From an optimization exercise on the open Yosys and OpenROAD flow, aimed at small area, a short achievable clock period and few clock cycles; shortcuts taken in it are not production practice. The RTL was checked by simulation tests, not by an equivalence proof against the original design. Power is estimated from default activity; no workload was simulated.

==> flow/design.v <==
`timescale 1ns / 1ps
package dfr_pkg;
    localparam int unsigned MIN_FRAME_BYTES = 1 + 4 + 1 + 2 + 4;
    localparam int unsigned HEADER_BYTES    = 8;
    localparam int unsigned MIC_BYTES       = 4;
    localparam logic [31:0] CRC_INIT     = 32'hFFFF_FFFF;
    localparam logic [31:0] CRC_POLY     = 32'hEDB8_8320;
    localparam logic [7:0]  FOPTS_MASK   = 8'h0F;
    localparam logic [7:0]  VERSION_MASK = 8'h03;
    typedef enum logic [1:0] {
        KIND_OPTION  = 2'd0,
        KIND_PAYLOAD = 2'd1,
        KIND_SUMMARY = 2'd2
    } kind_t;
    typedef enum logic [2:0] {
        ST_OK       = 3'd0,
        ST_SHORT    = 3'd1,
        ST_MISMATCH = 3'd2,
        ST_OVERRUN  = 3'd3,
        ST_TOO_LONG = 3'd4
    } status_t;
    typedef struct packed {
        kind_t       kind;
        logic [7:0]  byte_value;
        status_t     status;
        logic [2:0]  message_type;
        logic [1:0]  major_version;
        logic [31:0] device_address;
        logic [7:0]  frame_control;
        logic [15:0] frame_counter;
        logic [7:0]  payload_length;
        logic        last_of_run;
    } result_t;
    localparam int unsigned RESULT_W = 2 + 8 + 3 + 3 + 2 + 32 + 8 + 16 + 8 + 1;
    typedef struct packed {
        logic    byte_valid;
        logic    sum_valid;
        result_t byte_res;
        result_t sum_res;
    } push_t;
endpackage
`timescale 1ns / 1ps
`timescale 1ns / 1ps
`timescale 1ns / 1ps
module mac_frame_deframer_crc32 (
    input  logic        clk,
    input  logic        rst_n,
    input  logic        in_valid,
    output logic        in_ready,
    input  logic [7:0]  in_data,
    input  logic        in_eof,
    output logic        out_valid,
    input  logic        out_ready,
    output logic [1:0]  out_kind,
    output logic [7:0]  out_byte_value,
    output logic [2:0]  out_status,
    output logic [2:0]  out_message_type,
    output logic [1:0]  out_major_version,
    output logic [31:0] out_device_address,
    output logic [7:0]  out_frame_control,
    output logic [15:0] out_frame_counter,
    output logic [7:0]  out_payload_length,
    output logic        out_last_of_run
);
    localparam logic [31:0] CRC_POLY    = 32'hEDB8_8320;
    localparam logic [31:0] CRC_RESIDUE = 32'hDEBB_20E3;
    localparam logic [2:0] ST_OK = 3'd0, ST_SHORT = 3'd1, ST_MISMATCH = 3'd2,
                           ST_OVERRUN = 3'd3, ST_TOO_LONG = 3'd4;
    function automatic [31:0] crc32_byte(input [31:0] crc_in, input [7:0] data);
        integer k;
        begin
            crc32_byte = crc_in ^ {24'd0, data};
            for (k = 0; k < 8; k = k + 1)
            begin
                if (crc32_byte[0])
                    crc32_byte = (crc32_byte >> 1) ^ CRC_POLY;
                else
                    crc32_byte = crc32_byte >> 1;
            end
        end
    endfunction
    logic        rdy;                   
    logic        ov;                    
    logic        gs;                    
    logic [7:0]  g_n;                   
    logic [7:0]  dl0, dl1, dl2, dl3;    
    logic        fresh;                 
    logic        first;                 
    logic        hcap;                  
    logic        body;                  
    logic        rb;                    
    logic        rl;                    
    logic [7:0]  cnt;                   
    logic [31:0] crc;
    logic [7:0]  hdr0_n, hdr5_n;
    logic [31:0] hdr_addr_n;
    logic [15:0] hdr_cnt_n;
    logic [3:0]  nopt;
    logic       r_v, r_pay, r_lor;
    logic [7:0] r_byte;
    logic       k_v, k_pay, k_lor;
    logic [7:0] k_byte;
    logic       sp1, sp2, sv, q2;
    logic       s_chk;                  
    logic       s_ovr;
    logic [2:0] s_status;
    logic [7:0] s_plen;
    logic [3:0] s_vc;                   
    logic       take, push, pop_r, pop_s, eof_t, busy, load_s, load_q;
    logic       r_v_n, k_v_n, sp1_n, sv_n, q2_n, ge3_n, rdy_n, body_n;
    logic [4:0] optlim;
    logic       pay;
    assign take   = in_valid && rdy;
    assign eof_t  = take && in_eof;
    assign push   = in_valid && rb;
    assign nopt   = ~hdr5_n[3:0];
    assign optlim = 5'd12 + {1'b0, nopt};
    assign pay    = {3'd0, optlim} <= cnt;
    assign pop_r  = out_ready && r_v;
    assign pop_s  = out_ready && !r_v && sv;
    assign busy   = sp1 || sp2 || sv || q2;
    assign load_s = in_valid && in_eof && rl;
    assign load_q = q2 && !sp1 && !sp2 && !sv;
    assign r_v_n = k_v || push || (r_v && !out_ready);
    assign k_v_n = r_v && !out_ready && (k_v || push);
    assign sp1_n = load_s;
    assign sv_n  = sp2 || load_q || (sv && !pop_s);
    assign q2_n  = (q2 && !load_q) || (eof_t && busy);
    assign rdy_n  = !k_v_n && !((sp1_n || sp1 || sv_n || q2_n) && (ge3_n || q2_n));
    assign body_n = take ? (!in_eof && (cnt >= 8'd11) && (cnt <= 8'd253)) : body;
    assign ge3_n = take ? (!in_eof && (cnt >= 8'd2)) : (cnt >= 8'd3);
    always_ff @(posedge clk or negedge rst_n)
    begin
        if (!rst_n)
        begin
            rdy   <= 1'b0;
            rb    <= 1'b0;
            rl    <= 1'b0;
            ov    <= 1'b0;
            r_v   <= 1'b0;
            k_v   <= 1'b0;
            sp1   <= 1'b0;
            sp2   <= 1'b0;
            sv    <= 1'b0;
            q2    <= 1'b0;
            cnt   <= 8'd0;
            fresh <= 1'b0;
            first <= 1'b0;
            hcap  <= 1'b0;
            body  <= 1'b0;
        end
        else
        begin
            rdy   <= rdy_n;
            rb    <= rdy_n && body_n;
            rl    <= rdy_n && !(sp1_n || sp1 || sv_n || q2_n);
            ov    <= r_v_n || sv_n;
            r_v   <= r_v_n;
            k_v   <= k_v_n;
            sp1   <= sp1_n;
            sp2   <= sp1;
            sv    <= sv_n;
            q2    <= q2_n;
            fresh <= take;
            if (take)
            begin
                first <= !in_eof && (cnt == 8'd0);
                hcap  <= !in_eof && (cnt >= 8'd3) && (cnt <= 8'd10);
                body  <= body_n;
                if (in_eof)
                    cnt <= 8'd0;
                else if (cnt != 8'd255)
                    cnt <= cnt + 8'd1;
            end
            else
                hcap <= 1'b0;
        end
    end
    always_ff @(posedge clk)
    begin
        gs <= !r_v_n;
        for (int i = 0; i < 8; i++)
            g_n[i] <= !(!r_v_n && !load_q && (s_vc > 4'(i)));
    end
    always_ff @(posedge clk)
    begin
        if (take)
        begin
            dl0 <= dl1;
            dl1 <= dl2;
            dl2 <= dl3;
            dl3 <= in_data;
        end
    end
    always_ff @(posedge clk)
    begin
        if (fresh)
        begin
            crc <= crc32_byte(crc | {32{first}}, dl3);
        end
        if (hcap)
        begin
            case (cnt[2:0])
                3'd4: hdr0_n <= ~dl0;
                3'd5: hdr_addr_n[7:0] <= ~dl0;
                3'd6: hdr_addr_n[15:8] <= ~dl0;
                3'd7: hdr_addr_n[23:16] <= ~dl0;
                3'd0: hdr_addr_n[31:24] <= ~dl0;
                3'd1: hdr5_n <= ~dl0;
                3'd2: hdr_cnt_n[7:0] <= ~dl0;
                default: hdr_cnt_n[15:8] <= ~dl0;
            endcase
        end
    end
    always_ff @(posedge clk)
    begin
        if (!r_v || out_ready)
        begin
            if (k_v)
            begin
                r_pay  <= k_pay;
                r_lor  <= k_lor;
                r_byte <= k_byte;
            end
            else if (rb)
            begin
                r_pay  <= pay;
                r_lor  <= !in_eof;
                r_byte <= dl0;
            end
            else
            begin
                r_pay  <= 1'b0;
                r_lor  <= 1'b1;
                r_byte <= 8'd0;
            end
        end
        if (!k_v)
        begin
            k_pay  <= pay;
            k_lor  <= !in_eof;
            k_byte <= dl0;
        end
    end
    logic       mm;
    logic [8:0] plen_d;                 
    assign mm     = crc != CRC_RESIDUE;
    assign plen_d = {1'b0, s_plen} - {5'd0, nopt};
    always_ff @(posedge clk)
    begin
        if (load_s || load_q)
        begin
            s_vc  <= load_q ? 4'd0 :
                     (cnt >= 8'd11) ? 4'd8 : (cnt >= 8'd4) ? 4'(cnt - 8'd3) : 4'd0;
            s_chk <= !load_q && (cnt != 8'd255) && (cnt >= 8'd11);
        end
        if (sp1)
            s_ovr <= plen_d[8];
        if (load_s || load_q || (sp2 && s_chk && (mm || s_ovr)))
        begin
            if (load_q)
                s_status <= ST_SHORT;
            else if (sp2)
                s_status <= mm ? ST_MISMATCH : ST_OVERRUN;
            else if (cnt == 8'd255)
                s_status <= ST_TOO_LONG;
            else if (cnt < 8'd11)
                s_status <= ST_SHORT;
            else
                s_status <= ST_OK;
        end
        if (load_s || load_q || sp1 || (sp2 && s_chk && (mm || s_ovr)))
        begin
            if (load_q || sp2)
                s_plen <= 8'd0;
            else if (sp1)
                s_plen <= s_chk ? plen_d[7:0] : 8'd0;
            else
                s_plen <= cnt - 8'd11;
        end
    end
    assign in_ready           = rdy;
    assign out_valid          = ov;
    assign out_kind           = {gs, r_pay};
    assign out_byte_value     = r_byte;
    assign out_last_of_run    = r_lor;
    assign out_status         = s_status & {3{gs}};
    assign out_payload_length = s_plen & ~g_n;
    assign out_message_type   = ~(hdr0_n[7:5] | {3{g_n[0]}});
    assign out_major_version  = ~(hdr0_n[1:0] | {2{g_n[0]}});
    assign out_device_address = ~(hdr_addr_n | {{8{g_n[4]}}, {8{g_n[3]}}, {8{g_n[2]}}, {8{g_n[1]}}});
    assign out_frame_control  = ~(hdr5_n | {8{g_n[5]}});
    assign out_frame_counter  = ~(hdr_cnt_n | {{8{g_n[7]}}, {8{g_n[6]}}});
endmodule
Settings: LEC_CHECK=0, CAP_MARGIN=20, CORE_MARGIN=2, CORE_UTILIZATION=60, CTS_BUF_LIST=sky130_fd_sc_hd__clkbuf_4 sky130_fd_sc_hd__clkbuf_8, GPL_ROUTABILITY_DRIVEN=1, PLACE_DENSITY=0.75, SETUP_SLACK_MARGIN=2.6, SLEW_MARGIN=20; clock period 5.0 ns.
standard.sh (not shown) runs the stock make flow with config.mk's settings and CLKGATE_MAP_FILE= SYNTH_SCRIPT=/design/flow/synth_recipe.tcl, a recipe that flattens the netlist after the stock synthesis.
==> flow/flow/run.sh <==
#!/bin/bash
# The standard layout, with the smallest buffer on each port and no dummy
# loads in the clock tree.
set -euo pipefail
export BUFFER_PORTS_ARGS="-buffer_cell sky130_fd_sc_hd__buf_1"
export CTS_ARGS="-sink_clustering_enable -repair_clock_nets -dont_use_dummy_load -buf_list {sky130_fd_sc_hd__clkbuf_4 sky130_fd_sc_hd__clkbuf_8}"
bash standard.sh > standard_flow.log 2>&1
Testbench counts at the start, summed over its fixed seeds: cycles 71,984.
Edit:
--- a/flow/design.v
+++ b/flow/design.v
@@ -88,8 +88,6 @@
     logic        first;                 
     logic        hcap;                  
     logic        body;                  
-    logic        rb;                    
-    logic        rl;                    
     logic [7:0]  cnt;                   
     logic [31:0] crc;
     logic [7:0]  hdr0_n, hdr5_n;
@@ -107,35 +105,31 @@
     logic [7:0] s_plen;
     logic [3:0] s_vc;                   
     logic       take, push, pop_r, pop_s, eof_t, busy, load_s, load_q;
-    logic       r_v_n, k_v_n, sp1_n, sv_n, q2_n, ge3_n, rdy_n, body_n;
+    logic       r_v_n, k_v_n, sp1_n, sv_n, q2_n, ge3_n;
     logic [4:0] optlim;
     logic       pay;
     assign take   = in_valid && rdy;
     assign eof_t  = take && in_eof;
-    assign push   = in_valid && rb;
+    assign push   = take && body;
     assign nopt   = ~hdr5_n[3:0];
     assign optlim = 5'd12 + {1'b0, nopt};
     assign pay    = {3'd0, optlim} <= cnt;
     assign pop_r  = out_ready && r_v;
     assign pop_s  = out_ready && !r_v && sv;
     assign busy   = sp1 || sp2 || sv || q2;
-    assign load_s = in_valid && in_eof && rl;
+    assign load_s = eof_t && !busy;
     assign load_q = q2 && !sp1 && !sp2 && !sv;
     assign r_v_n = k_v || push || (r_v && !out_ready);
     assign k_v_n = r_v && !out_ready && (k_v || push);
     assign sp1_n = load_s;
     assign sv_n  = sp2 || load_q || (sv && !pop_s);
     assign q2_n  = (q2 && !load_q) || (eof_t && busy);
-    assign rdy_n  = !k_v_n && !((sp1_n || sp1 || sv_n || q2_n) && (ge3_n || q2_n));
-    assign body_n = take ? (!in_eof && (cnt >= 8'd11) && (cnt <= 8'd253)) : body;
     assign ge3_n = take ? (!in_eof && (cnt >= 8'd2)) : (cnt >= 8'd3);
     always_ff @(posedge clk or negedge rst_n)
     begin
         if (!rst_n)
         begin
             rdy   <= 1'b0;
-            rb    <= 1'b0;
-            rl    <= 1'b0;
             ov    <= 1'b0;
             r_v   <= 1'b0;
             k_v   <= 1'b0;
@@ -151,9 +145,7 @@
         end
         else
         begin
-            rdy   <= rdy_n;
-            rb    <= rdy_n && body_n;
-            rl    <= rdy_n && !(sp1_n || sp1 || sv_n || q2_n);
+            rdy   <= !k_v_n && !((sp1_n || sp1 || sv_n || q2_n) && (ge3_n || q2_n));
             ov    <= r_v_n || sv_n;
             r_v   <= r_v_n;
             k_v   <= k_v_n;
@@ -166,7 +158,7 @@
             begin
                 first <= !in_eof && (cnt == 8'd0);
                 hcap  <= !in_eof && (cnt >= 8'd3) && (cnt <= 8'd10);
-                body  <= body_n;
+                body  <= !in_eof && (cnt >= 8'd11) && (cnt <= 8'd253);
                 if (in_eof)
                     cnt <= 8'd0;
                 else if (cnt != 8'd255)
@@ -222,7 +214,7 @@
                 r_lor  <= k_lor;
                 r_byte <= k_byte;
             end
-            else if (rb)
+            else if (body)
             begin
                 r_pay  <= pay;
                 r_lor  <= !in_eof;
@@ -245,7 +237,7 @@
     logic       mm;
     logic [8:0] plen_d;                 
     assign mm     = crc != CRC_RESIDUE;
-    assign plen_d = {1'b0, s_plen} - {5'd0, nopt};
+    assign plen_d = {1'b0, s_plen} - 9'd11 - {5'd0, nopt};
     always_ff @(posedge clk)
     begin
         if (load_s || load_q)
@@ -276,7 +268,7 @@
             else if (sp1)
                 s_plen <= s_chk ? plen_d[7:0] : 8'd0;
             else
-                s_plen <= cnt - 8'd11;
+                s_plen <= cnt;
         end
     end
     assign in_ready           = rdy;
- The changed run ran to the end with no violations
- via count went down by a few percent
- combinational power went up slightly
- setup slack gets worse by 0.063 ns
- clock skew went down by 0.0046 ns
- wire length went down slightly
- final area went down slightly
- first-iteration DRC count went down by a few percent
- sequential power went down by a few percent
- sequential share of layout area is about the same
- register-to-register slack gets worse by 0.09 ns
- global-route usage went up by 0.72 points
- power is about the same
- synthesized cell count went down by a few percent
- clock-buffer cell count stays the same
Testbench counts after the change, summed over its fixed seeds: cycles 71,984.

## afterwards: timing with drivers on the ports
Ports are ideal in the flow. The routed layouts listed here were re-timed in OpenROAD.
Step 1 sets driving cells, clkbuf_16 on the clock port and buf_2 on the other inputs (assumed; they add their load-dependent delay and slew).
Step 2, shift: input delay + t, output delay - t, t = (earliest + latest rising clock arrival at the registers) / 2. This alone moves slack from input paths to output paths.
a / b / c = no drivers / after step 1 / after step 2; a / b = the first two.
run	t, ns	setup slack, ns	worst hold slack (ns)	worst register clock-pin slew, ns	pins driven straight from the clock port
the first run	0.484	2.705 / 2.668 / 2.316	0.422 / 0.422 / 0.422	0.10 / 0.10	1
the second run	0.480	2.642 / 2.607 / 2.275	0.392 / 0.392 / 0.392	0.09 / 0.09	1
After both steps setup and hold are still met in every run listed. For the first run, which loses most, drivers alone change the setup slack by -0.037 ns; drivers and shift together by -0.389 ns.
